What follows belongs to an exercise in optimizing a design on an open flow for small area and a short achievable clock period; a production flow would make more cautious choices. RTL that was checked went through simulation tests only; none was proved equivalent to the original. Power and IR drop assume default switching activity. The flow treats the clock pin as an ideal source, which a real chip does not have.

==> flow/design.v <==
package spi_pkg;
    localparam logic [1:0] CMD_WR_ADDR = 2'b00;
    localparam logic [1:0] CMD_WR_DATA = 2'b01;
    localparam logic [1:0] CMD_RD_ADDR = 2'b10;
    localparam logic [1:0] CMD_RD_DATA = 2'b11;
endpackage
module spi_ram (
    input  logic       clk,
    input  logic       wen,
    input  logic [7:0] waddr,
    input  logic       wd,
    input  logic [7:0] raddr,
    output logic       tap
);
    logic [2047:0] ring;          
    logic [255:0] pos0;
    logic [15:0]  grp_q;
    logic         tap_q;
    for (genvar r = 0; r < 256; r++) begin : g_ring
        assign pos0[r] = ring[8*r];
        always_ff @(posedge clk) begin
            ring[8*r+1 +: 7] <= ring[8*r +: 7];
            ring[8*r]        <= (wen && waddr == 8'(r)) ? wd : ring[8*r+7];
        end
    end
    for (genvar g = 0; g < 16; g++) begin : g_grp
        logic [15:0] grp;
        assign grp = pos0[16*g +: 16];
        always_ff @(posedge clk) begin
            grp_q[g] <= grp[raddr[3:0]];
        end
    end
    always_ff @(posedge clk) begin
        tap_q <= grp_q[raddr[7:4]];
    end
    assign tap = tap_q;
endmodule
module spi_wrapper
#(
    parameter int MEM_DEPTH = 256,
    parameter int ADD_SIZE  = 8
) (
    input  logic clk,
    input  logic arst,
    input  logic SS_n,
    input  logic MOSI,
    output logic MISO
);
    logic [3:0] fc_q;
    logic       rdd_q;        
    logic       rd_flag_q;
    logic [9:0] din_q;
    logic       rx_valid_q;   
    logic       tx_valid_q;   
    logic       busy_q;
    logic       miso_q;
    logic [2:0] m_q;          
    logic [2:0] ph_q;         
    logic [7:0] wa_q;         
    logic       wz_q;         
    logic       wact_q;       
    logic [7:0] wbuf_q;       
    logic       wd_q;         
    logic [7:0] ra_q;         
    logic [7:0] s_q;          
    logic       tap;
    logic [7:0] s_x;          
    logic [1:0] cmd;
    logic       exec_wa, exec_wd, exec_ra, exec_rd;
    assign s_x     = {s_q[5:0], s_q[7:6]};
    assign cmd     = din_q[9:8];
    assign exec_wa = rx_valid_q && cmd == spi_pkg::CMD_WR_ADDR;
    assign exec_wd = rx_valid_q && cmd == spi_pkg::CMD_WR_DATA;
    assign exec_ra = rx_valid_q && cmd == spi_pkg::CMD_RD_ADDR;
    assign exec_rd = rx_valid_q && cmd == spi_pkg::CMD_RD_DATA;
    spi_ram RAM (
        .clk  (clk),
        .wen  (wact_q),
        .waddr(wa_q),
        .wd   (wd_q),
        .raddr(ra_q),
        .tap  (tap)
    );
    logic in_data;
    logic load_tx;
    assign in_data = fc_q >= 4'd2;
    assign load_tx = !SS_n && in_data && rdd_q && tx_valid_q;
    always_ff @(posedge clk or posedge arst) begin
        if (arst) begin
            fc_q       <= '0;
            rd_flag_q  <= 1'b0;
            rx_valid_q <= 1'b0;
            tx_valid_q <= 1'b0;
            busy_q     <= 1'b0;
            miso_q     <= 1'b0;
        end else begin
            rx_valid_q <= !SS_n && fc_q == 4'd11;
            tx_valid_q <= exec_rd;
            if (SS_n) begin
                fc_q   <= '0;
                busy_q <= 1'b0;
                miso_q <= 1'b0;
            end else begin
                if (fc_q != 4'd12) fc_q <= fc_q + 4'd1;
                if (fc_q == 4'd11) begin
                    if (din_q[8:7] == spi_pkg::CMD_RD_ADDR) rd_flag_q <= 1'b1;
                    else if (din_q[8:7] == spi_pkg::CMD_RD_DATA) rd_flag_q <= 1'b0;
                end
                miso_q <= 1'b0;
                if (load_tx) begin
                    busy_q <= 1'b1;
                end else if (busy_q) begin
                    miso_q <= s_x[m_q];
                    if (ph_q == m_q) busy_q <= 1'b0;
                end
            end
        end
    end
    always_ff @(posedge clk) begin
        din_q <= {din_q[8:0], MOSI};
        if (fc_q == 4'd1) rdd_q <= MOSI && rd_flag_q;
        if (load_tx) m_q <= ph_q;
    end
    always_ff @(posedge clk or posedge arst) begin
        if (arst) begin
            wz_q <= 1'b1;
            ra_q <= '0;
        end else begin
            if (exec_wa || exec_wd) wz_q <= 1'b0;
            if (exec_ra) ra_q <= din_q[7:0];
        end
    end
    always_ff @(posedge clk) begin
        ph_q  <= ph_q + 3'd1;
        wd_q  <= wbuf_q[3'(ph_q + 3'd2)];
        s_q   <= {s_q[6:0], tap};
        if (exec_wa) begin
            wa_q   <= din_q[7:0];
            wact_q <= 1'b0;
        end
        if (exec_wd) begin
            if (wz_q) wa_q <= '0;
            wbuf_q <= din_q[7:0];
            wact_q <= 1'b1;
        end
    end
    assign MISO = miso_q;
endmodule
Settings: LEC_CHECK=0, CAP_MARGIN=20, CORE_MARGIN=2, CORE_UTILIZATION=40, SLEW_MARGIN=20; clock period 4.5 ns.
run.sh (not shown) runs the stock make flow with config.mk's settings and CLKGATE_MAP_FILE= SYNTH_SCRIPT=/design/flow/synth_recipe.tcl, a recipe that flattens the netlist after the stock synthesis.
Change:
--- a/flow/design.v
+++ b/flow/design.v
@@ -5,22 +5,26 @@
     localparam logic [1:0] CMD_RD_DATA = 2'b11;
 endpackage
 module spi_ram (
-    input  logic       clk,
-    input  logic       wen,
-    input  logic [7:0] waddr,
-    input  logic       wd,
-    input  logic [7:0] raddr,
-    output logic       tap
+    input  logic        clk,
+    input  logic [15:0] wlo,
+    input  logic [15:0] whi,
+    input  logic        wd,
+    input  logic [7:0]  raddr,
+    output logic        tap
 );
     logic [2047:0] ring;          
-    logic [255:0] pos0;
-    logic [15:0]  grp_q;
-    logic         tap_q;
+    logic [255:0]  pos0;
+    logic [15:0]   wdlo;          
+    logic [15:0]   grp_q;
+    logic          tap_q;
+    assign wdlo = wlo & {16{wd}};
     for (genvar r = 0; r < 256; r++) begin : g_ring
+        logic sel;
+        assign sel     = wlo[r % 16] & whi[r / 16];
         assign pos0[r] = ring[8*r];
         always_ff @(posedge clk) begin
             ring[8*r+1 +: 7] <= ring[8*r +: 7];
-            ring[8*r]        <= (wen && waddr == 8'(r)) ? wd : ring[8*r+7];
+            ring[8*r]        <= (ring[8*r+7] & !sel) | (wdlo[r % 16] & whi[r / 16]);
         end
     end
     for (genvar g = 0; g < 16; g++) begin : g_grp
@@ -61,6 +65,8 @@
     logic       wact_q;       
     logic [7:0] wbuf_q;       
     logic       wd_q;         
+    logic [15:0] wlo_q;       
+    logic [15:0] whi_q;       
     logic [7:0] ra_q;         
     logic [7:0] s_q;          
     logic       tap;
@@ -75,8 +81,8 @@
     assign exec_rd = rx_valid_q && cmd == spi_pkg::CMD_RD_DATA;
     spi_ram RAM (
         .clk  (clk),
-        .wen  (wact_q),
-        .waddr(wa_q),
+        .wlo  (wlo_q),
+        .whi  (whi_q),
         .wd   (wd_q),
         .raddr(ra_q),
         .tap  (tap)
@@ -134,6 +140,8 @@
         ph_q  <= ph_q + 3'd1;
         wd_q  <= wbuf_q[3'(ph_q + 3'd2)];
         s_q   <= {s_q[6:0], tap};
+        wlo_q <= wact_q ? 16'(1) << wa_q[3:0] : '0;
+        whi_q <= 16'(1) << wa_q[7:4];
         if (exec_wa) begin
             wa_q   <= din_q[7:0];
             wact_q <= 1'b0;
=> The new run went through all stages and came out clean. Power climbs by 1.2%. Die area hardly moves. Setup slack degrades by 0.11 ns. Maximum frequency drops by 3.9%. Final area barely changes. Non-clock buffer count drops by 13. Sequential share of layout area climbs by 1.0 points. Via count drops by 2.5%. Critical path depth drops by 2. Sequential power barely changes. First-iteration DRC count hardly moves. Clock-buffer cell count climbs by 32. Final cell count climbs by 0.96%.
Function not checked in the second run of this note: the RTL went through the layout flow alone.


spi_wrapper, a different RTL version from the one above (not shown whole).
Size in the first run: ~2100 flip-flops, roughly 5 I/O pins.
==> module spi_wrapper, before the edit <==
module spi_wrapper
#(
    parameter int MEM_DEPTH = 256,
    parameter int ADD_SIZE  = 8
) (
    input  logic clk,
    input  logic arst,
    input  logic SS_n,
    input  logic MOSI,
    output logic MISO
);
    logic [3:0] fc_q;
    logic       rdd_q;        
    logic       rd_flag_q;
    logic [9:0] din_q;
    logic       rx_valid_q;   
    logic       tx_valid_q;   
    logic       busy_q;
    logic       miso_q;
    logic [2:0] m_q;          
    logic [3:0] ph_q;         
    logic [3:0] ph_p1, ph_m2;
    logic [7:0] wa_q;         
    logic       wz_q;         
    logic       wact_q;       
    logic [7:0] wbuf_q;       
    logic       wd;           
    logic [15:0] wdlo;        
    logic [15:0] wlo;         
    logic [15:0] whi;         
    logic [7:0] ra_q;         
    logic [7:0] s_q;          
    logic       tap;
    logic [7:0] s_x;          
    logic [1:0] cmd;
    logic       exec_wa, exec_wd, exec_ra, exec_rd;
    assign s_x     = {s_q[5:0], s_q[7:6]};
    assign cmd     = din_q[9:8];
    assign ph_p1   = ph_q + 4'd1;
    assign ph_m2   = ph_q - 4'd2;
    assign wd      = !(wbuf_q[ph_p1[2:0]] ^ ph_p1[3]);
    assign wlo     = wact_q ? 16'(1) << wa_q[3:0] : '0;
    assign wdlo    = wd ? wlo : '0;
    assign whi     = 16'(1) << wa_q[7:4];
    assign exec_wa = rx_valid_q && cmd == spi_pkg::CMD_WR_ADDR;
    assign exec_wd = rx_valid_q && cmd == spi_pkg::CMD_WR_DATA;
    assign exec_ra = rx_valid_q && cmd == spi_pkg::CMD_RD_ADDR;
    assign exec_rd = rx_valid_q && cmd == spi_pkg::CMD_RD_DATA;
    spi_ram RAM (
        .clk  (clk),
        .wlo  (wlo),
        .whi  (whi),
        .wdlo (wdlo),
        .raddr(ra_q),
        .tap  (tap)
    );
    logic in_data;
    logic load_tx;
    assign in_data = fc_q >= 4'd2;
    assign load_tx = !SS_n && in_data && rdd_q && tx_valid_q;
    always_ff @(posedge clk or posedge arst) begin
        if (arst) begin
            fc_q       <= '0;
            rd_flag_q  <= 1'b0;
            rx_valid_q <= 1'b0;
            tx_valid_q <= 1'b0;
            busy_q     <= 1'b0;
            miso_q     <= 1'b0;
        end else begin
            rx_valid_q <= !SS_n && fc_q == 4'd11;
            tx_valid_q <= exec_rd;
            if (SS_n) begin
                fc_q   <= '0;
                busy_q <= 1'b0;
                miso_q <= 1'b0;
            end else begin
                if (fc_q != 4'd12) fc_q <= fc_q + 4'd1;
                if (fc_q == 4'd11) begin
                    if (din_q[8:7] == spi_pkg::CMD_RD_ADDR) rd_flag_q <= 1'b1;
                    else if (din_q[8:7] == spi_pkg::CMD_RD_DATA) rd_flag_q <= 1'b0;
                end
                miso_q <= 1'b0;
                if (load_tx) begin
                    busy_q <= 1'b1;
                end else if (busy_q) begin
                    miso_q <= s_x[m_q];
                    if (ph_q[2:0] == m_q) busy_q <= 1'b0;
                end
            end
        end
    end
    always_ff @(posedge clk) begin
        din_q <= {din_q[8:0], MOSI};
        if (fc_q == 4'd1) rdd_q <= MOSI && rd_flag_q;
        if (load_tx) m_q <= ph_q[2:0];
    end
    always_ff @(posedge clk or posedge arst) begin
        if (arst) begin
            wz_q <= 1'b1;
            ra_q <= '0;
        end else begin
            if (exec_wa || exec_wd) wz_q <= 1'b0;
            if (exec_ra) ra_q <= din_q[7:0];
        end
    end
    always_ff @(posedge clk) begin
        ph_q  <= ph_q + 4'd1;
        s_q   <= {s_q[6:0], tap ^ ph_m2[3]};
        if (exec_wa) begin
            wa_q   <= din_q[7:0];
            wact_q <= 1'b0;
        end
        if (exec_wd) begin
            if (wz_q) wa_q <= '0;
            wbuf_q <= din_q[7:0];
            wact_q <= 1'b1;
        end
    end
    assign MISO = miso_q;
endmodule
==> flow/config.mk <==
export PLATFORM = sky130hd
export DESIGN_NAME = spi_wrapper
export DESIGN_NICKNAME = spi_wrapper
export VERILOG_FILES = /design/flow/design.v
export SDC_FILE = /design/flow/constraint.sdc
export NUM_CORES = 4
export LEC_CHECK = 0
export CAP_MARGIN = 20
export CORE_MARGIN = 2
export CORE_UTILIZATION = 70
export SETUP_SLACK_MARGIN = 2.4
export SLEW_MARGIN = 20
==> flow/constraint.sdc <==
create_clock -name core_clock -period 4.5 [get_ports {clk}]
set_input_delay 0.9000 -clock core_clock [delete_from_list [all_inputs] [get_ports {clk}]]
set_output_delay 0.9000 -clock core_clock [all_outputs]
set_load 0.01 [all_outputs]
standard.sh (not shown) runs the stock make flow with config.mk's settings and CLKGATE_MAP_FILE= SYNTH_SCRIPT=/design/flow/synth_recipe.tcl, a recipe that flattens the netlist after the stock synthesis.
==> flow/flow/run.sh <==
#!/bin/bash
# The standard layout (the standard.sh, unchanged synthesis), except that
# clock tree synthesis uses larger sink clusters and adds no dummy loads.
set -euo pipefail
export CTS_ARGS="-sink_clustering_enable -repair_clock_nets -dont_use_dummy_load -sink_clustering_size 30 -sink_clustering_max_diameter 120"
bash standard.sh > flow_make.log 2>&1
The first run passed the timing, DRC and antenna checks.
Edit:
--- a/flow/design.v
+++ b/flow/design.v
@@ -59,5 +59,5 @@
     logic [2:0] m_q;          
     logic [3:0] ph_q;         
-    logic [3:0] ph_p1, ph_m2;
+    logic [3:0] ph_p2, ph_m2;
     logic [7:0] wa_q;         
     logic       wz_q;         
@@ -65,7 +65,7 @@
     logic [7:0] wbuf_q;       
     logic       wd;           
-    logic [15:0] wdlo;        
-    logic [15:0] wlo;         
-    logic [15:0] whi;         
+    logic [15:0] wdlo_q;      
+    logic [15:0] wlo_q;       
+    logic [15:0] whi_q;       
     logic [7:0] ra_q;         
     logic [7:0] s_q;          
@@ -76,10 +76,7 @@
     assign s_x     = {s_q[5:0], s_q[7:6]};
     assign cmd     = din_q[9:8];
-    assign ph_p1   = ph_q + 4'd1;
+    assign ph_p2   = ph_q + 4'd2;
     assign ph_m2   = ph_q - 4'd2;
-    assign wd      = !(wbuf_q[ph_p1[2:0]] ^ ph_p1[3]);
-    assign wlo     = wact_q ? 16'(1) << wa_q[3:0] : '0;
-    assign wdlo    = wd ? wlo : '0;
-    assign whi     = 16'(1) << wa_q[7:4];
+    assign wd      = !(wbuf_q[ph_p2[2:0]] ^ ph_p2[3]);
     assign exec_wa = rx_valid_q && cmd == spi_pkg::CMD_WR_ADDR;
     assign exec_wd = rx_valid_q && cmd == spi_pkg::CMD_WR_DATA;
@@ -88,7 +85,7 @@
     spi_ram RAM (
         .clk  (clk),
-        .wlo  (wlo),
-        .whi  (whi),
-        .wdlo (wdlo),
+        .wlo  (wlo_q),
+        .whi  (whi_q),
+        .wdlo (wdlo_q),
         .raddr(ra_q),
         .tap  (tap)
@@ -146,4 +143,7 @@
         ph_q  <= ph_q + 4'd1;
         s_q   <= {s_q[6:0], tap ^ ph_m2[3]};
+        wlo_q <= wact_q ? 16'(1) << wa_q[3:0] : '0;
+        wdlo_q <= wact_q && wd ? 16'(1) << wa_q[3:0] : '0;
+        whi_q <= 16'(1) << wa_q[7:4];
         if (exec_wa) begin
             wa_q   <= din_q[7:0];
=>
- The changed run completed with no timing, DRC or antenna violations
- count of clock-buffer cells in the layout increases by 2
- non-clock buffer count drops by 60
- utilization is lower by 3.1 points
- total power climbs by about 2%
- synthesized cell count grows by about 7%
- design area fell by 2.1%
- sequential power rises by about 2%
Function not checked in the first run of this note: the RTL went through the layout flow alone.

## re-timing with driven ports
Ports are ideal in the flow. The routed layouts listed here were re-timed in OpenROAD. Step 1 (the two cells are an assumption about what drives the block):
set clk [get_ports {clk}]
set_driving_cell -lib_cell sky130_fd_sc_hd__clkbuf_16 $clk
set_driving_cell -lib_cell sky130_fd_sc_hd__buf_2 [delete_from_list [all_inputs] $clk]
Step 2, shift: input delay + t, output delay - t, t = (earliest + latest rising clock arrival at the registers) / 2. This alone moves slack from input paths to output paths. a / b / c = ideal / step 1 / step 2; a / b = the first two.
run | t (ns) | setup WS [ns] | clock arrival spread, ns
the first run of note 1 | 0.827 | 1.800 / 1.800 / 1.800 | 0.027 / 0.027
the second run of note 1 | 0.820 | 1.691 / 1.625 / 1.977 | 0.021 / 0.021
the first run of note 2 | 0.704 | 2.212 / 2.212 / 2.050 | 0.050 / 0.049
the second run of note 2 | 0.710 | 2.438 / 2.367 / 2.054 | 0.047 / 0.047
After both steps every run listed still meets setup and hold. The setup slack of the second run of note 2, which loses most, moves by -0.071 ns with the drivers and by -0.384 ns with both steps.
